This is an optimization exercise on Yosys and OpenROAD, whose aim is small area and a short achievable clock period, not a production implementation.
Only simulation tests tie the RTL to the original design; equivalence was not proved.
No activity file was given, so power comes from the tool's default toggle rates.

==> flow/design.v (excerpt) <==
module ram_peri_dp #(
  parameter int CAddrLen = 8,
  parameter int CDataLen = 16,
  parameter int CDepth = 224,
  parameter int CRdLat = 2,
  parameter int CWrFirst = 1
) (
  input  logic                AClkH,
  input  logic                AResetH,
  input  logic                AClkHEn,
  input  logic [CAddrLen-1:0] AAddrWr,
  input  logic [CDataLen-1:0] AMosi,
  input  logic                AWrEn,
  input  logic [CAddrLen-1:0] AAddrRd,
  input  logic                ARdEn,
  output logic [CDataLen-1:0] AMiso,
  output logic                AMisoVld,
  output logic                ABusy
);
  localparam int COffLen = 3;    
  localparam int CGrp = 1 << COffLen;
  localparam int CNGrp = CDepth / CGrp;
  localparam logic [CAddrLen:0] CDepthW = (CAddrLen+1)'(CDepth);
  localparam logic [CAddrLen-1:0] CLast = CAddrLen'(CDepth - 1);
  logic                          run_q, busy_q;
  logic [CAddrLen-1:0]           cnt_q;
  logic [CDataLen-1:0]           mem_q [CDepth];
  logic [CDataLen-1:0]           fill, wr_data;
  logic [CGrp-1:0][CDataLen-1:0] rd_grp;
  logic [CNGrp-1:0]              rd_sel;
  logic [CDepth-1:0]             wr_sel;
  logic [CAddrLen-1:0]           wr_idx;
  logic                          wr_hit, wr_en, coll;
  logic                          wb_vld_q;
  logic [15:0]                   wb_hi_q, wb_lo_q;   
  logic [CAddrLen-1:0]           wb_addr_q;
  logic [CDataLen-1:0]           wb_data_q;
  localparam logic [CDataLen-1:0] CTaps = CDataLen'(ram_peri_pkg::lfsr_taps(CDataLen));
  logic [CDataLen-1:0] lfsr_q;
  always_ff @(posedge AClkH)
    if (AResetH) lfsr_q <= CDataLen'(CFillSeed);
    else if (AClkHEn && !run_q) lfsr_q <= (lfsr_q >> 1) ^ (lfsr_q[0] ? CTaps : '0);
  assign fill = lfsr_q;
  always_ff @(posedge AClkH) begin
    if (AResetH) begin
      run_q <= 1'b0;
      busy_q <= 1'b1;
      cnt_q <= '0;
    end else if (AClkHEn && !run_q) begin
      cnt_q <= cnt_q + 1'b1;
      run_q <= cnt_q == CLast;
      busy_q <= cnt_q != CLast;
    end
  end
  assign ABusy = busy_q;
  assign wr_hit = {1'b0, AAddrWr} < CDepthW;
  assign wr_en = !AResetH && AClkHEn && (run_q ? AWrEn && wr_hit : 1'b1);
  ...
Size: about 7200 cells after synthesis, roughly 3900 flip-flops, roughly 55 I/O pins, roughly 140000 um^2 of cells after synthesis.
clock: 3.6 ns
lec_check: 0
cap_margin: 20
core_margin: 2
core_utilization: 55
cts_cluster_diameter: 60
cts_cluster_size: 25
setup_slack_margin: 1.7
slew_margin: 20
synth_hierarchical: 1
run.sh (not shown) runs the stock make flow with config.mk's settings and CLKGATE_MAP_FILE= SYNTH_SCRIPT=/design/flow/synth_recipe.tcl, a recipe that flattens the netlist after the stock synthesis.
The starting point completed without violations.
Edit:
- CORE_UTILIZATION: 55 -> 62
- SETUP_SLACK_MARGIN: 1.7 -> 1.8
Result: Clock power drops by about 2%; power is lower by 0.53%; hold slack gets better by 0.012 ns; die area came out lower by 11%; clock skew hardly moves; first-iteration DRC count goes up by 1.7%; cell area is higher by 2.5%; synthesized cell count is unchanged; via count is higher by 2.3%.

---

Setup of cedar:
Starting RTL as in the previous note.
clock: 3.6 ns
lec_check: 0
cap_margin: 20
core_margin: 2
core_utilization: 55
cts_cluster_diameter: 60
cts_cluster_size: 25
setup_slack_margin: 1.45
slew_margin: 20
synth_hierarchical: 1
diff inputs: cedar => fjord
# cedar
export LEC_CHECK = 0
export CAP_MARGIN = 20
export CORE_MARGIN = 2
export CORE_UTILIZATION = 55
export CTS_CLUSTER_DIAMETER = 60
export CTS_CLUSTER_SIZE = 25
export SETUP_SLACK_MARGIN = 1.45
export SLEW_MARGIN = 20
export SYNTH_HIERARCHICAL = 1
create_clock -name core_clock -period 3.6 [get_ports {AClkH}]
# fjord
export LEC_CHECK = 0
export CAP_MARGIN = 20
export CORE_MARGIN = 2
export CORE_UTILIZATION = 55
export CTS_CLUSTER_DIAMETER = 60
export CTS_CLUSTER_SIZE = 25
export SETUP_SLACK_MARGIN = 2.0
export SLEW_MARGIN = 20
export SYNTH_HIERARCHICAL = 1
create_clock -name core_clock -period 3.6 [get_ports {AClkH}]
Findings:
- Category of the most critical setup path: flop to flop -> cedar, flop to primary output -> fjord
- Compared with cedar, in fjord wire length shows an increase of 57000 um, area added between synthesis and finish increased 7.4 points, global-route usage now larger.
- [fjord] fraction of final layout cells with drive strength greater than 1 rose 12 points relative to cedar

---

== rev 12 ==
The RTL this note starts from:
==> flow/design.v <==
package ram_peri_pkg;
  typedef enum logic {INIT, RUN} state_e;
  localparam int CFillSeed = 1;
  function automatic logic [31:0] lfsr_taps(input int w);
    lfsr_taps = (w == 2)  ? 32'h0000_0003 :
                (w == 3)  ? 32'h0000_0006 :
                (w == 4)  ? 32'h0000_000C :
                (w == 5)  ? 32'h0000_0014 :
                (w == 6)  ? 32'h0000_0030 :
                (w == 7)  ? 32'h0000_0060 :
                (w == 8)  ? 32'h0000_00B8 :
                (w == 16) ? 32'h0000_B400 :
                (w == 32) ? 32'hA300_0000 :
                            32'h0000_00B8;
  endfunction
endpackage
module ram_peri_rd_pipe #(
  parameter int CDataLen = 16,
  parameter int CGrp = 4,
  parameter int COffLen = 2
) (
  input  logic                           clk,
  input  logic                           rst,
  input  logic                           en,
  input  logic                           vld_in,
  input  logic [CGrp-1:0][CDataLen-1:0]  grp_in,
  input  logic [COffLen-1:0]             off_in,
  input  logic                           coll_in,
  input  logic [CDataLen-1:0]            wdata_in,
  output logic                           vld_out,
  output logic [CDataLen-1:0]            data_out
);
  logic                          vld0_q, coll0_q;
  logic [CGrp-1:0][CDataLen-1:0] grp0_q;
  logic [COffLen-1:0]            off0_q;
  logic [CDataLen-1:0]           wdata0_q, word;
  always_ff @(posedge clk) begin
    if (en) begin
      grp0_q <= grp_in;
      off0_q <= off_in;
      wdata0_q <= wdata_in;
      coll0_q <= coll_in;
    end
  end
  assign word = grp0_q[off0_q];
  always_ff @(posedge clk) begin
    if (rst) begin
      vld0_q <= 1'b0;
      vld_out <= 1'b0;
      data_out <= '0;
    end else if (en) begin
      vld0_q <= vld_in;
      vld_out <= vld0_q;
      if (vld0_q) data_out <= coll0_q ? wdata0_q : word;
    end
  end
endmodule
import ram_peri_pkg::*;
module ram_peri_dp #(
  parameter int CAddrLen = 8,
  parameter int CDataLen = 16,
  parameter int CDepth = 224,
  parameter int CRdLat = 2,
  parameter int CWrFirst = 1
) (
  input  logic                AClkH,
  input  logic                AResetH,
  input  logic                AClkHEn,
  input  logic [CAddrLen-1:0] AAddrWr,
  input  logic [CDataLen-1:0] AMosi,
  input  logic                AWrEn,
  input  logic [CAddrLen-1:0] AAddrRd,
  input  logic                ARdEn,
  output logic [CDataLen-1:0] AMiso,
  output logic                AMisoVld,
  output logic                ABusy
);
  localparam int COffLen = 2;
  localparam int CGrp = 1 << COffLen;
  localparam int CNGrp = CDepth / CGrp;
  localparam logic [CAddrLen:0] CDepthW = (CAddrLen+1)'(CDepth);
  localparam logic [CAddrLen-1:0] CLast = CAddrLen'(CDepth - 1);
  logic                          run_q;
  logic [CAddrLen-1:0]           cnt_q;
  logic [CDataLen-1:0]           mem_q [CDepth];
  logic [CDataLen-1:0]           fill, wr_data;
  logic [CGrp-1:0][CDataLen-1:0] rd_grp;
  logic [CAddrLen-COffLen-1:0]   rd_gidx;
  logic [CAddrLen-1:0]           wr_idx;
  logic                          wr_hit, wr_en, coll;
  localparam logic [CDataLen-1:0] CTaps = CDataLen'(ram_peri_pkg::lfsr_taps(CDataLen));
  logic [CDataLen-1:0] lfsr_q;
  always_ff @(posedge AClkH)
    if (AResetH) lfsr_q <= CDataLen'(CFillSeed);
    else if (AClkHEn && !run_q) lfsr_q <= (lfsr_q >> 1) ^ (lfsr_q[0] ? CTaps : '0);
  assign fill = lfsr_q;
  assign ABusy = !run_q;
  always_ff @(posedge AClkH) begin
    if (AResetH) begin
      run_q <= 1'b0;
      cnt_q <= '0;
    end else if (AClkHEn && !run_q) begin
      cnt_q <= cnt_q + 1'b1;
      run_q <= cnt_q == CLast;
    end
  end
  assign wr_hit = {1'b0, AAddrWr} < CDepthW;
  assign wr_en = !AResetH && AClkHEn && (run_q ? AWrEn && wr_hit : 1'b1);
  assign wr_idx = run_q ? AAddrWr : cnt_q;
  assign wr_data = run_q ? AMosi : fill;
  for (genvar i = 0; i < CDepth; i++) begin : g_word
    always_ff @(posedge AClkH) if (wr_en && wr_idx == CAddrLen'(i)) mem_q[i] <= wr_data;
  end
  assign rd_gidx = AAddrRd[CAddrLen-1:COffLen];
  always_comb begin
    rd_grp = '0;
    for (int g = 0; g < CNGrp; g++)
      for (int k = 0; k < CGrp; k++)
        rd_grp[k] = rd_grp[k] | (mem_q[g*CGrp+k] & {CDataLen{rd_gidx == (CAddrLen-COffLen)'(g)}});
  end
  assign coll = AWrEn && wr_hit && AAddrWr == AAddrRd;
  ram_peri_rd_pipe #(.CDataLen(CDataLen), .CGrp(CGrp), .COffLen(COffLen)) u_rd_pipe (
    .clk     (AClkH),
    .rst     (AResetH),
    .en      (AClkHEn),
    .vld_in  (run_q && ARdEn),
    .grp_in  (rd_grp),
    .off_in  (AAddrRd[COffLen-1:0]),
    .coll_in (coll),
    .wdata_in(AMosi),
    .vld_out (AMisoVld),
    .data_out(AMiso)
  );
endmodule
Settings: LEC_CHECK=0, CAP_MARGIN=20, CORE_MARGIN=2, CORE_UTILIZATION=40, SETUP_SLACK_MARGIN=1.2, SLEW_MARGIN=20; clock period 3.6 ns.
Rev 12 reached the final stage; the timing, design-rule and antenna checks on its layout passed.
[inputs] rev 13 vs rev 12
Settings: removing SETUP_SLACK_MARGIN (formerly 1.2).
==> comparison <==
Diff rev 12 -> rev 13 | clock network area share | increase of 0.19 points. Rev 13 vs rev 12, post-route cell area went down by 5.5%. Diff rev 12 -> rev 13 | number of nets in the layout | decrease of 3.7%.

---

ram_peri_dp with an RTL version that a note above also has.
Size: about 7200 cells after synthesis, about 3900 flip-flops, ~0.14 mm^2 of cells after synthesis.
==> flow/config.mk <==
export PLATFORM = sky130hd
export DESIGN_NAME = ram_peri_dp
export DESIGN_NICKNAME = ram_peri_dp
export VERILOG_FILES = /design/flow/design.v
export SDC_FILE = /design/flow/constraint.sdc
export NUM_CORES = 4
export LEC_CHECK = 0
export CAP_MARGIN = 20
export CORE_MARGIN = 2
export CORE_UTILIZATION = 55
export CTS_CLUSTER_DIAMETER = 60
export CTS_CLUSTER_SIZE = 25
export SETUP_SLACK_MARGIN = 1.55
export SLEW_MARGIN = 20
export SYNTH_HIERARCHICAL = 1
==> flow/constraint.sdc <==
create_clock -name core_clock -period 3.6 [get_ports {AClkH}]
set_input_delay 0.7200 -clock core_clock [delete_from_list [all_inputs] [get_ports {AClkH}]]
set_output_delay 0.7200 -clock core_clock [all_outputs]
set_load 0.01 [all_outputs]
Then changed:
Settings changed: CORE_UTILIZATION 55 to 50.
Result: Synthesized cell count stays the same; clock-buffer cell count increases by 18; design area increases by about 2.2%; sequential cell count does not change; critical path depth increases by 5; clock skew increases by 0.026 ns.
Then changed:
Settings changed: CORE_UTILIZATION 50 to 55, CTS_CLUSTER_DIAMETER 60 to 50, CTS_CLUSTER_SIZE 25 to 20.
Synthesized cell count is unchanged.
Maximum frequency rose by 8.9%.
Global-route usage goes up by 3.1 points.
Clock power rose by 31%.
Die area went down by 9.0%.
Synthesized area stays the same.
Utilization goes up by 6.5 points.
Wire length fell by 1.3%.
Cell area went up by 1.0%.
Cell count falls by 1.7%.
Then changed:
Settings changed: CTS_CLUSTER_DIAMETER 50 to 60, CTS_CLUSTER_SIZE 20 to 25, SETUP_SLACK_MARGIN 1.55 to 1.6.
- The changed run ran to the end with no violations
- count of clock-buffer cells in the layout came out lower by 135
- cell area came out lower by 3.0%
- non-clock buffer count came out lower by 7
- clock skew stays flat
- routed wire length went down by 1.6%
- worst hold slack gains 0.047 ns
- setup slack improves by 0.030 ns
- power went down by 12%
- first-iteration DRC count rises by 4.4%

---

Another version of the RTL of ram_peri_dp (not shown whole).
For scale: roughly 7300 cells after synthesis.
clock: 3.6 ns
lec_check: 0
cap_margin: 20
core_margin: 2
core_utilization: 55
cts_cluster_diameter: 60
cts_cluster_size: 25
setup_slack_margin: 1.5
slew_margin: 20
synth_hierarchical: 1
==> next run, changes <==
SETUP_SLACK_MARGIN = 1.2   (was 1.5)
After rerunning:
- worst setup slack loses 0.33 ns
- design area went down by 3.5%
- global-route usage went down by 2.6 points
- area after synthesis stays the same
- wire length went down by 7.2%
- hold slack is about the same
- first-iteration DRC count went down by 3.9%
- total power went up by 1.7%

[static timing again, ports no longer ideal]
The results above use ideal ports. As a check the final layouts listed here were re-extracted and re-timed, cells and wires unchanged.
Step 1, drivers: a clkbuf_16 drives AClkH and a buf_2 each remaining input, both assumed.
Step 2 moves the port delays by t, midway between the first and last clock arrival at a register: inputs arrive t later, outputs are due t later. That takes back most of the time a late clock gives input paths.
Three values: no drivers, after step 1, after step 2; two values: the first two.
| run | t, ns | setup WS [ns] | hold slack, ns | worst data-port slew with drivers (ns) |
|---|---|---|---|---|
| the first run of note 1 | 0.990 | 1.409 / 1.316 / 0.576 | 0.253 / 0.199 / 0.476 | 0.06 |
| the second run of note 1 | 0.968 | 1.348 / 1.333 / 0.429 | 0.265 / 0.222 / 0.469 | 0.05 |
| cedar | 0.982 | 1.333 / 1.326 / 0.488 | 0.252 / 0.199 / 0.473 | 0.06 |
| fjord | 0.993 | 1.399 / 1.305 / 0.601 | 0.237 / 0.181 / 0.479 | 0.07 |
| rev 12 | 1.061 | 0.749 / 0.732 / -0.329 | 0.157 / 0.084 / 0.451 | 0.30 |
| rev 13 | 1.070 | 0.423 / 0.409 / -0.661 | 0.111 / 0.038 / 0.477 | 0.19 |
| the first run of note 4 | 0.981 | 1.417 / 1.325 / 0.596 | 0.258 / 0.205 / 0.473 | 0.06 |
| the second run of note 4 | 1.037 | 1.193 / 1.193 / 0.526 | 0.154 / 0.059 / 0.474 | 0.05 |
| the third run of note 4 | 1.052 | 1.389 / 1.284 / 0.540 | 0.211 / 0.145 / 0.470 | 0.06 |
| the fourth run of note 4 | 0.986 | 1.419 / 1.325 / 0.576 | 0.258 / 0.203 / 0.474 | 0.06 |
| the first run of note 5 | 1.008 | 1.365 / 1.339 / 0.404 | 0.213 / 0.162 / 0.472 | 0.06 |
| the second run of note 5 | 1.033 | 1.039 / 1.039 / 0.224 | 0.213 / 0.152 / 0.478 | 0.14 |
With both steps, setup timing fails in rev 12 and rev 13, where it was met with ideal ports. The setup slack of rev 13, which loses most, moves by -0.014 ns with the drivers and by -1.084 ns with both steps.
